Source: an optimization exercise on an open RTL-to-GDS flow (aim: a short achievable clock period and few clock cycles). Production flows keep margins and buffers that such runs may drop. Function was checked by simulation only, so behaviour that the tests miss may differ from the original. Power and IR drop assume default switching activity.

File: design/flow/run.sh
#!/bin/bash
# synth_recipe.tcl (not shown) runs the flow's synth.tcl, then flattens the netlist and writes it again
# the make line also repeats each setting of config.mk as NAME=value (left out here)
make -C /OpenROAD-flow-scripts/flow DESIGN_CONFIG=/design/flow/config.mk WORK_HOME=/design/flow/orfs CLKGATE_MAP_FILE= SYNTH_SCRIPT=/design/flow/synth_recipe.tcl finish
File: design/flow/config.mk
export PLATFORM = sky130hd
export DESIGN_NAME = processor
export DESIGN_NICKNAME = processor
export VERILOG_FILES = /design/flow/design.v
export SDC_FILE = /design/flow/constraint.sdc
export NUM_CORES = 4
export LEC_CHECK = 0
export CAP_MARGIN = 20
export CORE_MARGIN = 2
export CORE_UTILIZATION = 40
export SLEW_MARGIN = 20
File: design/flow/constraint.sdc
create_clock -name core_clock -period 6.5 [get_ports {clock}]
set_input_delay 1.3000 -clock core_clock [delete_from_list [all_inputs] [get_ports {clock}]]
set_output_delay 1.3000 -clock core_clock [all_outputs]
set_load 0.01 [all_outputs]
File: design/flow/design.v
`default_nettype none
package cpu_pkg;
    localparam int WORD_W = 32;
    localparam int REG_W  = 5;
    localparam int OP_W   = 5;
    typedef logic [WORD_W-1:0] word_t;     
    typedef logic [WORD_W-1:0] insn_t;
    typedef logic [REG_W-1:0]  reg_idx_t;
    typedef logic [OP_W-1:0]   opcode_t;
    typedef logic [OP_W-1:0]   alu_op_t;
    typedef enum logic [1:0] {FWD_RF, FWD_MEM, FWD_WB} fwd_sel_t;
    localparam opcode_t OP_RTYPE = 5'd0;
    localparam opcode_t OP_J     = 5'd1;
    localparam opcode_t OP_BNE   = 5'd2;
    localparam opcode_t OP_JAL   = 5'd3;
    localparam opcode_t OP_JR    = 5'd4;
    localparam opcode_t OP_ADDI  = 5'd5;
    localparam opcode_t OP_BLT   = 5'd6;
    localparam opcode_t OP_SW    = 5'd7;
    localparam opcode_t OP_LW    = 5'd8;
    localparam alu_op_t ALU_ADD = 5'd0;
    localparam alu_op_t ALU_SUB = 5'd1;
    localparam alu_op_t ALU_AND = 5'd2;
    localparam alu_op_t ALU_OR  = 5'd3;
    localparam alu_op_t ALU_SLL = 5'd4;
    localparam alu_op_t ALU_SRA = 5'd5;
    localparam int OPC_HI   = 31;
    localparam int OPC_LO   = 27;
    localparam int RD_HI    = 26;
    localparam int RD_LO    = 22;
    localparam int RS_HI    = 21;
    localparam int RS_LO    = 17;
    localparam int RT_HI    = 16;
    localparam int RT_LO    = 12;
    localparam int SHAMT_HI = 11;
    localparam int SHAMT_LO = 7;
    localparam int FUNC_HI  = 6;
    localparam int FUNC_LO  = 2;
    localparam int IMM_HI   = 16;    
    localparam int IMM_LO   = 0;
    localparam int TGT_HI   = 26;    
    localparam int TGT_LO   = 0;
    localparam reg_idx_t LINK_REG = 5'd31;    
    localparam insn_t    NOP_INSN = '0;       
endpackage
`default_nettype wire
`timescale 1ns/1ns
`default_nettype none
module fetch_stage (
    input  logic           clock,
    input  logic           rst_n,
    input  logic           stall,
    input  logic           redirect,
    input  cpu_pkg::word_t redirect_pc,
    input  cpu_pkg::insn_t q_imem,
    output cpu_pkg::word_t address_imem,
    output cpu_pkg::insn_t fd_insn,
    output cpu_pkg::word_t fd_pc_next
);
    cpu_pkg::word_t pc;
    cpu_pkg::word_t pc_plus1;
    assign pc_plus1     = pc + 32'd1;    
    assign address_imem = pc;
    always_ff @(posedge clock) begin
        if (!rst_n) begin
            pc <= '0;
        end else if (redirect) begin
            pc <= redirect_pc;
        end else if (!stall) begin
            pc <= pc_plus1;
        end
    end
    always_ff @(posedge clock) begin
        if (!rst_n) begin
            fd_insn <= cpu_pkg::NOP_INSN;
        end else if (redirect) begin
            fd_insn <= cpu_pkg::NOP_INSN;           
        end else if (!stall) begin
            fd_insn <= q_imem;
        end
    end
    always_ff @(posedge clock) begin
        if (!stall) begin
            fd_pc_next <= pc_plus1;        
        end
    end
endmodule
`default_nettype wire
`timescale 1ns/1ns
`default_nettype none
module decode_stage (
    input  logic              clock,
    input  logic              rst_n,
    input  logic              stall,
    input  logic              flush,
    input  cpu_pkg::insn_t    fd_insn,
    input  cpu_pkg::word_t    fd_pc_next,
    input  cpu_pkg::word_t    data_readRegA,
    input  cpu_pkg::word_t    data_readRegB,
    input  logic              wb_fwd_a,
    input  logic              wb_fwd_b,
    input  cpu_pkg::word_t    data_writeReg,
    output cpu_pkg::reg_idx_t ctrl_readRegA,
    output cpu_pkg::reg_idx_t ctrl_readRegB,
    output cpu_pkg::insn_t    dx_insn,
    output cpu_pkg::word_t    dx_pc_next,
    output cpu_pkg::word_t    dx_a,
    output cpu_pkg::word_t    dx_b,
    output cpu_pkg::word_t    dx_imm,
    output cpu_pkg::reg_idx_t dx_src_a,
    output cpu_pkg::reg_idx_t dx_src_b
);
    cpu_pkg::opcode_t  opcode;
    logic     is_branch;
    logic     reads_rd_b;    
    cpu_pkg::reg_idx_t rd;
    cpu_pkg::reg_idx_t rs;
    cpu_pkg::reg_idx_t rt;
    cpu_pkg::word_t    a_val;
    cpu_pkg::word_t    b_val;
    cpu_pkg::word_t    imm_ext;
    assign opcode     = fd_insn[cpu_pkg::OPC_HI:cpu_pkg::OPC_LO];
    assign rd         = fd_insn[cpu_pkg::RD_HI:cpu_pkg::RD_LO];
    assign rs         = fd_insn[cpu_pkg::RS_HI:cpu_pkg::RS_LO];
    assign rt         = fd_insn[cpu_pkg::RT_HI:cpu_pkg::RT_LO];
    assign is_branch  = (opcode == cpu_pkg::OP_BNE) || (opcode == cpu_pkg::OP_BLT);
    assign reads_rd_b = (opcode == cpu_pkg::OP_SW) || (opcode == cpu_pkg::OP_JR);
    assign ctrl_readRegA = is_branch ? rd : rs;
    assign ctrl_readRegB = is_branch ? rs : (reads_rd_b ? rd : rt);
    assign a_val   = wb_fwd_a ? data_writeReg : data_readRegA;
    assign b_val   = wb_fwd_b ? data_writeReg : data_readRegB;
    assign imm_ext = {{(cpu_pkg::WORD_W-cpu_pkg::IMM_HI-1){fd_insn[cpu_pkg::IMM_HI]}}, fd_insn[cpu_pkg::IMM_HI:cpu_pkg::IMM_LO]};
    always_ff @(posedge clock) begin
        if (!rst_n || stall || flush) begin
            dx_insn  <= cpu_pkg::NOP_INSN;          
            dx_src_a <= '0;
            dx_src_b <= '0;
        end else begin
            dx_insn  <= fd_insn;
            dx_src_a <= ctrl_readRegA;     
            dx_src_b <= ctrl_readRegB;
        end
    end
    always_ff @(posedge clock) begin
        dx_pc_next <= fd_pc_next;
        dx_a       <= a_val;
        dx_b       <= b_val;
        dx_imm     <= imm_ext;
    end
endmodule
`default_nettype wire
`timescale 1ns/1ns
`default_nettype none
module hazard_unit (
    input  cpu_pkg::reg_idx_t ctrl_readRegA,
    input  cpu_pkg::reg_idx_t ctrl_readRegB,
    input  cpu_pkg::reg_idx_t dx_src_a,
    input  cpu_pkg::reg_idx_t dx_src_b,
    input  cpu_pkg::insn_t    dx_insn,
    input  cpu_pkg::reg_idx_t xm_dest,
    input  logic              xm_writes,
    input  cpu_pkg::reg_idx_t wb_dest,
    input  logic              wb_writes,
    input  logic              redirect,
    output logic              stall,
    output logic              flush,
    output logic              wb_fwd_a,
    output logic              wb_fwd_b,
    output cpu_pkg::fwd_sel_t fwd_a,
    output cpu_pkg::fwd_sel_t fwd_b
);
    cpu_pkg::reg_idx_t dx_rd;
    logic     dx_is_load;
    function automatic logic [1:0] pick_fwd(input cpu_pkg::reg_idx_t src, input cpu_pkg::reg_idx_t m_dest,
                                          input logic m_wr, input cpu_pkg::reg_idx_t w_dest,
                                          input logic w_wr);
        cpu_pkg::fwd_sel_t sel;
        sel = cpu_pkg::FWD_RF;
        if (m_wr && src == m_dest) begin
            sel = cpu_pkg::FWD_MEM;
        end else if (w_wr && src == w_dest) begin
            sel = cpu_pkg::FWD_WB;
        end
        pick_fwd = sel;
    endfunction
    assign fwd_a = cpu_pkg::fwd_sel_t'(pick_fwd(dx_src_a, xm_dest, xm_writes, wb_dest, wb_writes));
    assign fwd_b = cpu_pkg::fwd_sel_t'(pick_fwd(dx_src_b, xm_dest, xm_writes, wb_dest, wb_writes));
    assign wb_fwd_a = wb_writes && (ctrl_readRegA == wb_dest);
    assign wb_fwd_b = wb_writes && (ctrl_readRegB == wb_dest);
    assign dx_rd      = dx_insn[cpu_pkg::RD_HI:cpu_pkg::RD_LO];
    assign dx_is_load = (dx_insn[cpu_pkg::OPC_HI:cpu_pkg::OPC_LO] == cpu_pkg::OP_LW);
    assign stall      = dx_is_load && (dx_rd != '0)
                        && ((dx_rd == ctrl_readRegA) || (dx_rd == ctrl_readRegB));
    assign flush = redirect;    
endmodule
`default_nettype wire
`timescale 1ns/1ns
`default_nettype none
module execute_stage (
    input  logic              clock,
    input  logic              rst_n,
    input  cpu_pkg::insn_t    dx_insn,
    input  cpu_pkg::word_t    dx_pc_next,
    input  cpu_pkg::word_t    dx_a,
    input  cpu_pkg::word_t    dx_b,
    input  cpu_pkg::word_t    dx_imm,
    input  cpu_pkg::fwd_sel_t fwd_a,
    input  cpu_pkg::fwd_sel_t fwd_b,
    input  cpu_pkg::word_t    xm_value,
    input  cpu_pkg::word_t    wb_value,
    output logic              redirect,
    output cpu_pkg::word_t    redirect_pc,
    output cpu_pkg::insn_t    xm_insn,
    output cpu_pkg::word_t    xm_result,
    output cpu_pkg::word_t    xm_store_data
);
    cpu_pkg::opcode_t                      opcode;
    cpu_pkg::alu_op_t                      alu_op;
    logic [cpu_pkg::SHAMT_HI-cpu_pkg::SHAMT_LO:0]   shamt;
    logic                         uses_imm;    
    logic                         is_jal;
    logic                         is_jump;
    logic                         taken;
    cpu_pkg::word_t                        op_a;
    cpu_pkg::word_t                        op_b;
    cpu_pkg::word_t                        alu_b;
    cpu_pkg::word_t                        alu_out;
    cpu_pkg::word_t                        br_target;
    cpu_pkg::word_t                        jmp_target;
    function automatic logic [31:0] pick_operand(input cpu_pkg::fwd_sel_t sel, input cpu_pkg::word_t rf,
                                           input cpu_pkg::word_t mem, input cpu_pkg::word_t wb);
        cpu_pkg::word_t val;
        case (sel)
            cpu_pkg::FWD_MEM: val = mem;
            cpu_pkg::FWD_WB:  val = wb;
            default: val = rf;
        endcase
        pick_operand = val;
    endfunction
    assign op_a = pick_operand(fwd_a, dx_a, xm_value, wb_value);
    assign op_b = pick_operand(fwd_b, dx_b, xm_value, wb_value);
    assign opcode   = dx_insn[cpu_pkg::OPC_HI:cpu_pkg::OPC_LO];
    assign shamt    = dx_insn[cpu_pkg::SHAMT_HI:cpu_pkg::SHAMT_LO];
    assign uses_imm = (opcode == cpu_pkg::OP_ADDI) || (opcode == cpu_pkg::OP_LW) || (opcode == cpu_pkg::OP_SW);
    assign alu_op   = (opcode == cpu_pkg::OP_RTYPE) ? dx_insn[cpu_pkg::FUNC_HI:cpu_pkg::FUNC_LO] : cpu_pkg::ALU_ADD;
    assign alu_b    = uses_imm ? dx_imm : op_b;
    always_comb begin
        case (alu_op)
            cpu_pkg::ALU_ADD: alu_out = op_a + alu_b;
            cpu_pkg::ALU_SUB: alu_out = op_a - alu_b;
            cpu_pkg::ALU_AND: alu_out = op_a & alu_b;
            cpu_pkg::ALU_OR:  alu_out = op_a | alu_b;
            cpu_pkg::ALU_SLL: alu_out = op_a << shamt;
            cpu_pkg::ALU_SRA: alu_out = cpu_pkg::word_t'($signed(op_a) >>> shamt);
            default: alu_out = '0;           
        endcase
    end
    assign taken = ((opcode == cpu_pkg::OP_BNE) && (op_a != op_b))
                   || ((opcode == cpu_pkg::OP_BLT) && ($signed(op_a) < $signed(op_b)));
    assign is_jal     = (opcode == cpu_pkg::OP_JAL);
    assign is_jump    = (opcode == cpu_pkg::OP_J) || is_jal || (opcode == cpu_pkg::OP_JR);
    assign br_target  = dx_pc_next + dx_imm;
    assign jmp_target = (opcode == cpu_pkg::OP_JR) ? op_b       
                        : {{(cpu_pkg::WORD_W-cpu_pkg::TGT_HI-1){dx_insn[cpu_pkg::TGT_HI]}}, dx_insn[cpu_pkg::TGT_HI:cpu_pkg::TGT_LO]};
    assign redirect    = taken || is_jump;
    assign redirect_pc = taken ? br_target : jmp_target;
    always_ff @(posedge clock) begin
        if (!rst_n) begin
            xm_insn <= cpu_pkg::NOP_INSN;
        end else begin
            xm_insn <= dx_insn;
        end
    end
    always_ff @(posedge clock) begin
        xm_result     <= is_jal ? dx_pc_next : alu_out;    
        xm_store_data <= op_b;
    end
endmodule
`default_nettype wire
`timescale 1ns/1ns
`default_nettype none
module mem_wb_stage (
    input  logic              clock,
    input  logic              rst_n,
    input  cpu_pkg::insn_t    xm_insn,
    input  cpu_pkg::word_t    xm_result,
    input  cpu_pkg::word_t    xm_store_data,
    input  cpu_pkg::word_t    q_dmem,
    output cpu_pkg::word_t    address_dmem,
    output cpu_pkg::word_t    data,
    output logic              wren,
    output cpu_pkg::reg_idx_t xm_dest,
    output logic              xm_writes,
    output cpu_pkg::word_t    xm_value,
    output logic              ctrl_writeEnable,
    output cpu_pkg::reg_idx_t ctrl_writeReg,
    output cpu_pkg::word_t    data_writeReg
);
    cpu_pkg::opcode_t  opcode;
    logic     is_load;
    logic     mw_load;
    logic     mw_writes;
    cpu_pkg::reg_idx_t mw_dest;
    cpu_pkg::word_t    mw_result;
    cpu_pkg::word_t    mw_loaded;
    assign opcode  = xm_insn[cpu_pkg::OPC_HI:cpu_pkg::OPC_LO];
    assign is_load = (opcode == cpu_pkg::OP_LW);
    assign address_dmem = xm_result;
    assign data         = xm_store_data;
    assign wren         = (opcode == cpu_pkg::OP_SW);
    assign xm_dest   = (opcode == cpu_pkg::OP_JAL) ? cpu_pkg::LINK_REG : xm_insn[cpu_pkg::RD_HI:cpu_pkg::RD_LO];
    assign xm_writes = ((opcode == cpu_pkg::OP_RTYPE) || (opcode == cpu_pkg::OP_ADDI) || is_load
                        || (opcode == cpu_pkg::OP_JAL)) && (xm_dest != '0);    
    assign xm_value  = xm_result;    
    always_ff @(posedge clock) begin
        if (!rst_n) begin
            mw_writes <= 1'b0;
            mw_load   <= 1'b0;
            mw_dest   <= '0;
        end else begin
            mw_writes <= xm_writes;
            mw_load   <= is_load;
            mw_dest   <= xm_dest;
        end
    end
    always_ff @(posedge clock) begin
        mw_result <= xm_result;
        mw_loaded <= q_dmem;
    end
    assign ctrl_writeEnable = mw_writes;
    assign ctrl_writeReg    = mw_dest;
    assign data_writeReg    = mw_load ? mw_loaded : mw_result;
endmodule
`default_nettype wire
`timescale 1ns/1ns
`default_nettype none
module processor (
    input  logic              clock,
    input  logic              rst_n,
    output cpu_pkg::word_t    address_imem,
    input  cpu_pkg::insn_t    q_imem,
    output cpu_pkg::word_t    address_dmem,
    output cpu_pkg::word_t    data,
    output logic              wren,
    input  cpu_pkg::word_t    q_dmem,
    output logic              ctrl_writeEnable,
    output cpu_pkg::reg_idx_t ctrl_writeReg,
    output cpu_pkg::reg_idx_t ctrl_readRegA,
    output cpu_pkg::reg_idx_t ctrl_readRegB,
    output cpu_pkg::word_t    data_writeReg,
    input  cpu_pkg::word_t    data_readRegA,
    input  cpu_pkg::word_t    data_readRegB
);
    cpu_pkg::insn_t    fd_insn;
    cpu_pkg::word_t    fd_pc_next;
    logic     stall;
    logic     flush;
    logic     redirect;
    cpu_pkg::word_t    redirect_pc;
    logic     wb_fwd_a;
    logic     wb_fwd_b;
    cpu_pkg::insn_t    dx_insn;
    cpu_pkg::word_t    dx_pc_next;
    cpu_pkg::word_t    dx_a;
    cpu_pkg::word_t    dx_b;
    cpu_pkg::word_t    dx_imm;
    cpu_pkg::reg_idx_t dx_src_a;
    cpu_pkg::reg_idx_t dx_src_b;
    cpu_pkg::fwd_sel_t fwd_a;
    cpu_pkg::fwd_sel_t fwd_b;
    cpu_pkg::insn_t    xm_insn;
    cpu_pkg::word_t    xm_result;
    cpu_pkg::word_t    xm_store_data;
    cpu_pkg::reg_idx_t xm_dest;
    logic     xm_writes;
    cpu_pkg::word_t    xm_value;
    fetch_stage fetch_i (
        .clock(clock), .rst_n(rst_n), .stall(stall), .redirect(redirect),
        .redirect_pc(redirect_pc), .q_imem(q_imem), .address_imem(address_imem),
        .fd_insn(fd_insn), .fd_pc_next(fd_pc_next)
    );
    decode_stage decode_i (
        .clock(clock), .rst_n(rst_n), .stall(stall), .flush(flush),
        .fd_insn(fd_insn), .fd_pc_next(fd_pc_next),
        .data_readRegA(data_readRegA), .data_readRegB(data_readRegB),
        .wb_fwd_a(wb_fwd_a), .wb_fwd_b(wb_fwd_b), .data_writeReg(data_writeReg),
        .ctrl_readRegA(ctrl_readRegA), .ctrl_readRegB(ctrl_readRegB),
        .dx_insn(dx_insn), .dx_pc_next(dx_pc_next), .dx_a(dx_a), .dx_b(dx_b),
        .dx_imm(dx_imm), .dx_src_a(dx_src_a), .dx_src_b(dx_src_b)
    );
    hazard_unit hazard_i (
        .ctrl_readRegA(ctrl_readRegA), .ctrl_readRegB(ctrl_readRegB),
        .dx_src_a(dx_src_a), .dx_src_b(dx_src_b), .dx_insn(dx_insn),
        .xm_dest(xm_dest), .xm_writes(xm_writes),
        .wb_dest(ctrl_writeReg), .wb_writes(ctrl_writeEnable), .redirect(redirect),
        .stall(stall), .flush(flush), .wb_fwd_a(wb_fwd_a), .wb_fwd_b(wb_fwd_b),
        .fwd_a(fwd_a), .fwd_b(fwd_b)
    );
    execute_stage execute_i (
        .clock(clock), .rst_n(rst_n), .dx_insn(dx_insn), .dx_pc_next(dx_pc_next),
        .dx_a(dx_a), .dx_b(dx_b), .dx_imm(dx_imm), .fwd_a(fwd_a), .fwd_b(fwd_b),
        .xm_value(xm_value), .wb_value(data_writeReg),
        .redirect(redirect), .redirect_pc(redirect_pc), .xm_insn(xm_insn),
        .xm_result(xm_result), .xm_store_data(xm_store_data)
    );
    mem_wb_stage mem_wb_i (
        .clock(clock), .rst_n(rst_n), .xm_insn(xm_insn), .xm_result(xm_result),
        .xm_store_data(xm_store_data), .q_dmem(q_dmem),
        .address_dmem(address_dmem), .data(data), .wren(wren),
        .xm_dest(xm_dest), .xm_writes(xm_writes), .xm_value(xm_value),
        .ctrl_writeEnable(ctrl_writeEnable), .ctrl_writeReg(ctrl_writeReg),
        .data_writeReg(data_writeReg)
    );
endmodule
`default_nettype wire
==> impl_metrics.csv <==
group,metric,value,unit
status,run_status,"no timing/DRC/antenna violations",
placement,port-buffer-count,274,
clock_tree,cts_max_level,2,
global_route,antenna_violations_before_repair,11,
clock_tree,cts_made_buffers,45,
placement,gp_congestion,1.08,
floorplanning,fp-row-count,91,
floorplanning,die-width,253,um
clock_tree,cts.root.buffer_cell,"sky130_fd_sc_hd__clkbuf_16",
floorplanning,io-pin-count,275,
yosys,synth.top_cells.by_count,"sky130_fd_sc_hd__dfxtp_1, sky130_fd_sc_hd__nor2_1, sky130_fd_sc_hd__nand2_1",
min_path,holdPathStages,0,
floorplanning,starting_density_of_the_core,40.3,%
cells_and_area,layout_overhead_on_the_synthesized_area,27.0,%
yosys,synthArstFlopShare,0,%
setup_path,cp-end-kind,"register",
setup_path,crit_fanout,12,
yosys,synth_top_area_cell,"sky130_fd_sc_hd__dfxtp_1",
min_path,worstHoldStart,"fetch_i.fd_pc_next[7]",
sta,finalSetupViolations,0,
power,p_leak,13.3,nW
global_route,grt_first_pass_wirelength,185,mm
yosys,synth-main-ff-cell,"sky130_fd_sc_hd__dfxtp_1",
yosys,synthDominantCellAreaShare,29.3,%
yosys,synthesized_netlist_cell_count,2800,
sta,drv_slew,0,
floorplanning,dieArea,64100,sq um
placement,hpwl,105,mm
yosys,ys_ff_latch,396,
clock_tree,clock_tree.buffer_depth,3,
yosys,synth_area,24800,sq um
route,totalWireLength,133,mm
yosys,ys_seq_area_share,33.2,%
route,routed_wire_length_per_instance,32.8,um
sta,setup_repair_after_global_routing_missed_its_margin,"no",
setup_path,critical_path_arrival,6.75,ns
clock_tree,clock_sinks,396,
cells_and_area,final_stage_net_count,3418,
clock_tree,ctsHoldBuffers,0,
yosys,synth.distinct_cells,102,
floorplanning,fp.dieH,253,um
setup_path,cp_data_required_time,7.03,ns
yosys,postSynthAreaPerCell,8.87,sq um
sta,period_utilization,95.8,%
yosys,synth_most_common_cell,"sky130_fd_sc_hd__dfxtp_1",
sta,worst_slew_pin_slew,1.21,ns
job,cap_viol_max_count,0,
sta,slew_headroom,19.5,%
setup_path,rr_startpoint,"mem_wb_i.mw_dest[3]",
sta,peak_clock_frequency_supported_by_timing,0.161,GHz
route,final_ant_viol_nets,0,
clock_tree,cts_tree,"done",
route,via_per_inst,6.29,
route,post-route-drc-count,0,
sta,min_period,6.23,ns
route,drtPass1Iterations,6,
route,detail_route.iter0.violations,2956,
sta,finClkSkew,0.0236,ns
sta,hold_violations,0,
power,vdd.ir_drop.worst,0.260,mV
sta,fin_tns_setup,0,ns
route,vias,25600,
power,power_density,403,nW/um^2
setup_path,startpoint_type,"register",
global_route,grt_pass1_vias,24400,
global_route,all_layer_gr_usage,40.7,%
placement,placed_cells,3966,
cells_and_area,layout-drive-gt1-share,16.5,%
setup_path,worstSetupPathType,"reg2reg",
floorplanning,core-area,61600,sq um
setup_path,worst_r2r_path_depth,24,
yosys,number_of_enable_type_register_cells_in_the_synthesized_netlist,32,
global_route,grt_max_degree,47,
yosys,synth_fp_nets,3031,
setup_path,timing.critical_path.from,"mem_wb_i.mw_dest[3]",
clock_tree,worst_skew_pair.late_latency,0.61,ns
yosys,ys_warn_count,5,
clock_tree,clock_pin_slew_worst_setup_and_hold_paths,0.07,ns
min_path,min_delay_path_class,"reg2reg",
yosys,leading_post_synthesis_cells_by_cell_area,"sky130_fd_sc_hd__dfxtp_1, sky130_fd_sc_hd__mux2_2, sky130_fd_sc_hd__mux2i_1, sky130_fd_sc_hd__ha_1, sky130_fd_sc_hd__nor2_1",
global_route,grt_overflow,0,
cells_and_area,final_cell_count_no_fill,4067,
report_power, final:
part	switching, W	total, W	internal [W]
Combinational	0.00373	0.00628	0.00255
Sequential	0.000637	0.00357	0.00294
Clock	0.00114	0.00286	0.00172
flip-flops by register name, summed over array words and instances (netlist names):
signal                   count
decode_i.dx_insn            32
mem_wb_i.mw_writes           1
decode_i.dx_b               32
fetch_i.fd_pc_next          32
mem_wb_i.mw_result          32
decode_i.dx_src_a            5
decode_i.dx_src_b            5
decode_i.dx_pc_next         32
execute_i.xm_insn           10
fetch_i.fd_insn             32
decode_i.dx_imm             17
fetch_i.pc                  32
mem_wb_i.mw_dest             5
execute_i.xm_result         32
decode_i.dx_a               32
mem_wb_i.mw_loaded          32
mem_wb_i.mw_load             1
execute_i.xm_store_data     32
per-stage QoR:
stage / power, W / utilization [%] / hold slack (ns) / cell area (sq um) / worst slack (ns)
after floorplan: 0.00632 / - / 0.323 / 24800 / 0.623
after CTS: 0.0124 / 50.9 / 0.341 / 31300 / 0.105
after detailed placement: 0.00956 / 48.2 / 0.327 / 29700 / 0.171
after global routing: 0.0131 / 51.2 / 0.343 / 31500 / 0.0194
final: 0.0127 / 51.2 / 0.339 / 31500 / 0.273
after global placement: 0.00955 / 48.2 / 0.324 / 29700 / 0.229
kinds of logic after synthesis:
logic type / after synthesis / synth area share (%)
XOR/XNOR: 159 / 5.66
adder cells (fa/ha/maj): 106 / 5.35
buffers and inverters: 256 / 4.14
AO/OA/AOI/OAI: 739 / 20.2
flip-flops: 396 / 33.2
AND/OR/NAND/NOR: 809 / 15.6
multiplexers: 335 / 15.9
layer usage:
layer	track usage, %	wire, um	vias to the layer above
li1	-	-	11100
met1	50.8	52700	12500
met2	62.8	58000	1547
met3	8.66	11800	407
met4	27.9	10900	6
met5	0	44	-
repair_timing:
item / in CTS / in global routing
resized for setup: 0 / 11
endpoints found under the hold margin: 0 / 0
endpoints found under the setup margin: 0 / 10
buffers inserted: 0 / 10
area by class of cell:
| cell class | instances | area (sq um) |
|---|---|---|
| fillers | 5741 | 30100 |
| inverters | 112 | 420 |
| flip-flops and latches | 396 | 8260 |
| clock inverters | 22 | 358 |
| diodes | 7 | 17.5 |
| clock buffers | 61 | 1290 |
| well taps | 837 | 1050 |
| multi-input cells | 2148 | 15700 |
| repair buffers | 484 | 4470 |
worst paths after layout:
kind / endpoint / slack, ns
setup / recovery: execute_i.xm_result[31] / 0.27
hold / removal: decode_i.dx_pc_next[7] / 0.34
setup reg to reg: execute_i.xm_result[31] / 0.27
hold reg to reg: decode_i.dx_pc_next[7] / 0.34
placed cells by master, fill, tap and decap left out, types with 12 or more instances in the layout:
master                            instances
sky130_fd_sc_hd__nand3_1                 48
sky130_fd_sc_hd__ha_1                    99
sky130_fd_sc_hd__inv_1                   99
sky130_fd_sc_hd__or3_1                   13
sky130_fd_sc_hd__o211ai_1                27
sky130_fd_sc_hd__edfxtp_1                32
sky130_fd_sc_hd__nor2_1                 259
sky130_fd_sc_hd__dfxtp_1                358
sky130_fd_sc_hd__mux2i_1                151
sky130_fd_sc_hd__clkbuf_16               47
sky130_fd_sc_hd__and2_1                  68
sky130_fd_sc_hd__inv_2                   12
sky130_fd_sc_hd__o22ai_1                 36
sky130_fd_sc_hd__o21a_1                  31
sky130_fd_sc_hd__nand2_1                211
sky130_fd_sc_hd__nor4_1                  15
sky130_fd_sc_hd__xnor2_1                 87
sky130_fd_sc_hd__xor2_1                  71
sky130_fd_sc_hd__buf_12                  12
sky130_fd_sc_hd__o31ai_1                 14
sky130_fd_sc_hd__nand4_1                 31
sky130_fd_sc_hd__o221ai_1                26
sky130_fd_sc_hd__a21oi_1                146
sky130_fd_sc_hd__o21ai_0                159
sky130_fd_sc_hd__a221oi_1                24
sky130_fd_sc_hd__clkdlybuf4s50_1        274
sky130_fd_sc_hd__a211oi_1                47
sky130_fd_sc_hd__mux4_2                  29
sky130_fd_sc_hd__buf_4                  198
sky130_fd_sc_hd__a21o_1                  49
sky130_fd_sc_hd__nand2b_1                18
sky130_fd_sc_hd__a31oi_1                 25
sky130_fd_sc_hd__mux2_2                 139
sky130_fd_sc_hd__nor3_1                  57
sky130_fd_sc_hd__and3_1                  21
critical path: stages (launching register included):
cell and delay [ns]:
sky130_fd_sc_hd__dfxtp_1 0.48, sky130_fd_sc_hd__xnor2_1 0.16, sky130_fd_sc_hd__nand4_1 0.12, sky130_fd_sc_hd__buf_4 0.19, sky130_fd_sc_hd__nor2_4 0.31, sky130_fd_sc_hd__buf_12 0.20
sky130_fd_sc_hd__mux2_2 0.35, sky130_fd_sc_hd__mux2i_1 0.49, sky130_fd_sc_hd__a21o_1 0.38, sky130_fd_sc_hd__o211ai_2 0.24, sky130_fd_sc_hd__nor2_1 0.23, sky130_fd_sc_hd__nor2_1 0.09
sky130_fd_sc_hd__xor2_1 0.15, sky130_fd_sc_hd__ha_1 0.35, sky130_fd_sc_hd__a21o_1 0.21, sky130_fd_sc_hd__a21o_1 0.18, sky130_fd_sc_hd__a21o_1 0.20, sky130_fd_sc_hd__a2111oi_1 0.43
sky130_fd_sc_hd__nor3_1 0.15, sky130_fd_sc_hd__a211oi_2 0.29, sky130_fd_sc_hd__o21bai_1 0.14, sky130_fd_sc_hd__nand4_1 0.10, sky130_fd_sc_hd__and4b_1 0.18, sky130_fd_sc_hd__xnor3_1 0.38
sky130_fd_sc_hd__o221ai_1 0.15
Testbench counts, summed over its fixed seeds: cycles 155,086.

## afterwards: timing with drivers on the ports
Ports are ideal in the flow. The routed layout listed here was re-timed in OpenROAD.
Step 1, drivers: a clkbuf_16 drives clock and a buf_2 each remaining input, both assumed.
Step 2, shift: input delay + t, output delay - t, t = (earliest + latest rising clock arrival at the registers) / 2. This alone moves slack from input paths to output paths.
Three values: ideal ports, drivers, drivers and shift; two values: the first two.
t, ns: 0.663
setup WS [ns]: 0.273 / 0.273 / 0.273
worst register clock-pin slew, ns: 0.07 / 0.07
After both steps setup and hold are still met in this run. For this run, drivers alone change the setup slack by 0.000 ns; drivers and shift together by 0.000 ns.
